Context: an optimization exercise on an open-source flow, tuned for a short achievable clock period and few clock cycles per item. The choices shown serve that exercise and are no tape-out recipe. No activity file was given, so power comes from the tool's default toggle rates.

xenon:
// scatter_top
module scatter_top (
  input  logic                                             ap_clk,
  input  logic                                             ap_rst_n,
  input  logic [scatter_cfg_pkg::APB_ADDR_W-1:0]           paddr,
  input  logic                                             psel,
  input  logic                                             penable,
  input  logic                                             pwrite,
  input  logic [scatter_cfg_pkg::APB_DATA_W-1:0]           pwdata,
  output logic [scatter_cfg_pkg::APB_DATA_W-1:0]           prdata,
  output logic                                             tx_meta_valid,
  input  logic                                             tx_meta_ready,
  output logic [scatter_stream_pkg::META_W-1:0] tx_meta_data,
  output logic                                             tx_data_valid,
  input  logic                                             tx_data_ready,
  output logic [scatter_stream_pkg::DATA_W-1:0]            tx_data_data,
  output logic [scatter_stream_pkg::KEEP_W-1:0]            tx_data_keep,
  output logic                                             tx_data_last
);
==> module scatter_ctrl_regs, before the edit <==
module scatter_ctrl_regs (
  input  logic                                   ap_clk,
  input  logic                                   ap_rst_n,
  input  logic [scatter_cfg_pkg::APB_ADDR_W-1:0] paddr,
  input  logic                                   psel,
  input  logic                                   penable,
  input  logic                                   pwrite,
  input  logic [scatter_cfg_pkg::APB_DATA_W-1:0] pwdata,
  output logic [scatter_cfg_pkg::APB_DATA_W-1:0] prdata,
  output logic                                   run_start,
  output scatter_cfg_pkg::count_t                run_use_conn,
  output scatter_cfg_pkg::count_t                run_pkg_bytes,
  output scatter_cfg_pkg::count_t                run_pkg_num,
  output scatter_stream_pkg::session_t           run_base_session,
  input  logic                                   run_done,
  input  scatter_cfg_pkg::count_t                run_tx_bytes,
  input  scatter_cfg_pkg::count_t                run_tx_pkts,
  input  scatter_cfg_pkg::count_t                run_stall_cycles
);
  scatter_cfg_pkg::count_t       use_conn_q;
  scatter_cfg_pkg::count_t       pkg_bytes_q;
  scatter_cfg_pkg::count_t       pkg_num_q;
  scatter_stream_pkg::session_t  base_session_q;
  logic                          conn_nz_q;
  logic                          bytes_nz_q;
  logic                          num_nz_q;
  logic                          busy;
  logic                          done_q;
  logic                          setup;
  logic                          wsetup;
  scatter_cfg_pkg::apb_data_t    pwdata_q;
  logic                          wr_conn_q;
  logic                          wr_bytes_q;
  logic                          wr_num_q;
  logic                          wr_base_q;
  logic                          wr_start_q;
  scatter_cfg_pkg::apb_data_t    rd_mux;
  scatter_cfg_pkg::apb_data_t    prdata_q;
  assign setup  = psel & ~penable;
  assign wsetup = setup & pwrite;
  always_ff @(posedge ap_clk) begin
    pwdata_q   <= pwdata;
    wr_conn_q  <= wsetup && (paddr == scatter_cfg_pkg::REG_USE_CONN);
    wr_bytes_q <= wsetup && (paddr == scatter_cfg_pkg::REG_PKG_BYTES);
    wr_num_q   <= wsetup && (paddr == scatter_cfg_pkg::REG_PKG_NUM);
    wr_base_q  <= wsetup && (paddr == scatter_cfg_pkg::REG_BASE_SESSION);
    wr_start_q <= wsetup && (paddr == scatter_cfg_pkg::REG_CTRL) && pwdata[scatter_cfg_pkg::CTRL_START_BIT];
  end
  assign run_start = wr_start_q && !busy && conn_nz_q && bytes_nz_q && num_nz_q;
  always_ff @(posedge ap_clk) begin
    if (!ap_rst_n) begin
      use_conn_q     <= '0;
      pkg_bytes_q    <= '0;
      pkg_num_q      <= '0;
      base_session_q <= '0;
      conn_nz_q      <= 1'b0;
      bytes_nz_q     <= 1'b0;
      num_nz_q       <= 1'b0;
    end else if (!busy) begin
      if (wr_conn_q) begin
        use_conn_q <= pwdata_q;
        conn_nz_q  <= (pwdata_q != '0);
      end
      if (wr_bytes_q) begin
        pkg_bytes_q <= pwdata_q;
        bytes_nz_q  <= (pwdata_q != '0);
      end
      if (wr_num_q) begin
        pkg_num_q <= pwdata_q;
        num_nz_q  <= (pwdata_q != '0);
      end
      if (wr_base_q) base_session_q <= scatter_stream_pkg::session_t'(pwdata_q);
    end
  end
  always_ff @(posedge ap_clk) begin
    if (!ap_rst_n) begin
      busy   <= 1'b0;
      done_q <= 1'b0;
    end else if (run_start) begin
      busy   <= 1'b1;
      done_q <= 1'b0;
    end else if (busy && run_done) begin
      busy   <= 1'b0;
      done_q <= 1'b1;   
    end
  end
  assign run_use_conn     = use_conn_q;
  assign run_pkg_bytes    = pkg_bytes_q;
  assign run_pkg_num      = pkg_num_q;
  assign run_base_session = base_session_q;
  always_comb begin
    case (paddr)
      scatter_cfg_pkg::REG_CTRL:         rd_mux = {29'd0, ~busy, done_q, 1'b0};
      scatter_cfg_pkg::REG_USE_CONN:     rd_mux = use_conn_q;
      scatter_cfg_pkg::REG_PKG_BYTES:    rd_mux = pkg_bytes_q;
      scatter_cfg_pkg::REG_PKG_NUM:      rd_mux = pkg_num_q;
      scatter_cfg_pkg::REG_BASE_SESSION: rd_mux = scatter_cfg_pkg::apb_data_t'(base_session_q);
      scatter_cfg_pkg::REG_TX_BYTES:     rd_mux = run_tx_bytes;
      scatter_cfg_pkg::REG_TX_PKTS:      rd_mux = run_tx_pkts;
      scatter_cfg_pkg::REG_STALL_CYCLES: rd_mux = run_stall_cycles;
      default:                           rd_mux = '0;
    endcase
  end
  always_ff @(posedge ap_clk) begin
    if (!ap_rst_n) prdata_q <= (paddr == scatter_cfg_pkg::REG_CTRL) ? 32'h4 : 32'h0;
    else           prdata_q <= rd_mux;
  end
  assign prdata = prdata_q;
endmodule
export LEC_CHECK = 0
export ABC_CLOCK_PERIOD_IN_PS = 2500
export CAP_MARGIN = 20
export CORE_MARGIN = 2
export CORE_UTILIZATION = 40
export SETUP_SLACK_MARGIN = 5
export SLEW_MARGIN = 20
create_clock -name core_clock -period 8.0 [get_ports {ap_clk}]
run.sh (not shown) runs the stock make flow with config.mk's settings and CLKGATE_MAP_FILE= SYNTH_SCRIPT=/design/flow/synth_recipe.tcl, a recipe that flattens the netlist after the stock synthesis.
xenon completed end to end with timing, DRC and antenna clean.
The following lists how maple was set up differently from xenon:
diff --git a/flow/design.v b/flow/design.v
--- a/flow/design.v
+++ b/flow/design.v
@@ -61,54 +61,53 @@
   logic                          bytes_nz_q;
   logic                          num_nz_q;
   logic                          busy;
   logic                          done_q;
   logic                          setup;
   logic                          wsetup;
-  scatter_cfg_pkg::apb_data_t    pwdata_q;
   logic                          wr_conn_q;
   logic                          wr_bytes_q;
   logic                          wr_num_q;
   logic                          wr_base_q;
   logic                          wr_start_q;
   scatter_cfg_pkg::apb_data_t    rd_mux;
   scatter_cfg_pkg::apb_data_t    prdata_q;
   assign setup  = psel & ~penable;
   assign wsetup = setup & pwrite;
   always_ff @(posedge ap_clk) begin
-    pwdata_q   <= pwdata;
     wr_conn_q  <= wsetup && (paddr == scatter_cfg_pkg::REG_USE_CONN);
     wr_bytes_q <= wsetup && (paddr == scatter_cfg_pkg::REG_PKG_BYTES);
     wr_num_q   <= wsetup && (paddr == scatter_cfg_pkg::REG_PKG_NUM);
     wr_base_q  <= wsetup && (paddr == scatter_cfg_pkg::REG_BASE_SESSION);
-    wr_start_q <= wsetup && (paddr == scatter_cfg_pkg::REG_CTRL) && pwdata[scatter_cfg_pkg::CTRL_START_BIT];
+    wr_start_q <= ap_rst_n && wsetup && (paddr == scatter_cfg_pkg::REG_CTRL) && pwdata[scatter_cfg_pkg::CTRL_START_BIT]
+                  && conn_nz_q && bytes_nz_q && num_nz_q;
   end
-  assign run_start = wr_start_q && !busy && conn_nz_q && bytes_nz_q && num_nz_q;
+  assign run_start = wr_start_q && !busy;
   always_ff @(posedge ap_clk) begin
     if (!ap_rst_n) begin
       use_conn_q     <= '0;
       pkg_bytes_q    <= '0;
       pkg_num_q      <= '0;
       base_session_q <= '0;
       conn_nz_q      <= 1'b0;
       bytes_nz_q     <= 1'b0;
       num_nz_q       <= 1'b0;
     end else if (!busy) begin
       if (wr_conn_q) begin
-        use_conn_q <= pwdata_q;
-        conn_nz_q  <= (pwdata_q != '0);
+        use_conn_q <= pwdata;
+        conn_nz_q  <= (pwdata != '0);
       end
       if (wr_bytes_q) begin
-        pkg_bytes_q <= pwdata_q;
-        bytes_nz_q  <= (pwdata_q != '0);
+        pkg_bytes_q <= pwdata;
+        bytes_nz_q  <= (pwdata != '0);
       end
       if (wr_num_q) begin
-        pkg_num_q <= pwdata_q;
-        num_nz_q  <= (pwdata_q != '0);
+        pkg_num_q <= pwdata;
+        num_nz_q  <= (pwdata != '0);
       end
-      if (wr_base_q) base_session_q <= scatter_stream_pkg::session_t'(pwdata_q);
+      if (wr_base_q) base_session_q <= scatter_stream_pkg::session_t'(pwdata);
     end
   end
   always_ff @(posedge ap_clk) begin
     if (!ap_rst_n) begin
       busy   <= 1'b0;
       done_q <= 1'b0;
[summary]
- maple has completed all stages; timing, DRC and antenna checks passed.
- Combinational cell fraction of total power: maple vs xenon up 0.3 points
- maple ends up with lower insertion delay to the later sink of the worst-skew pair than xenon does.
- Between xenon and maple, the routability congestion estimate from global placement is higher for maple.
- Sort xenon and maple by area inside the core boundary, ascending, and maple comes first.
- In maple, the mapped cell area came out 930 µm² below the value in xenon.
- Compared with xenon, in maple post-route total power decreased by 92 µW relative to the old numbers, synthesis-to-finish area growth closely matched the old numbers.
- Between xenon and maple, the worst hold path depth is lower for maple.
- Compare xenon and maple | number of sequential cells lower: maple
No run of this note included a check of the RTL's function; only the layout flow was run.

## re-timing with driven ports
How much do the figures lean on ideal ports? The routed layouts below were timed once more, with nothing changed but the port constraints. Step 1, drivers: a clkbuf_16 drives ap_clk and a buf_2 each remaining input, both assumed. Step 2 times the ports against the registers' clock, not the clock port: input delays grow and output delays shrink by t, the midpoint of the rising clock arrivals with the driver on. a / b / c = ideal ports / drivers / drivers and shift; a / b = the first two.
run | t (ns) | setup WS [ns] | worst data-port slew with drivers (ns)
xenon | 0.707 | 5.033 / 4.966 / 4.382 | 0.07
maple | 0.696 | 5.016 / 4.953 / 4.381 | 0.11
After both steps every run listed still meets setup and hold. For xenon, which loses most, drivers alone change the setup slack by -0.067 ns; drivers and shift together by -0.651 ns.
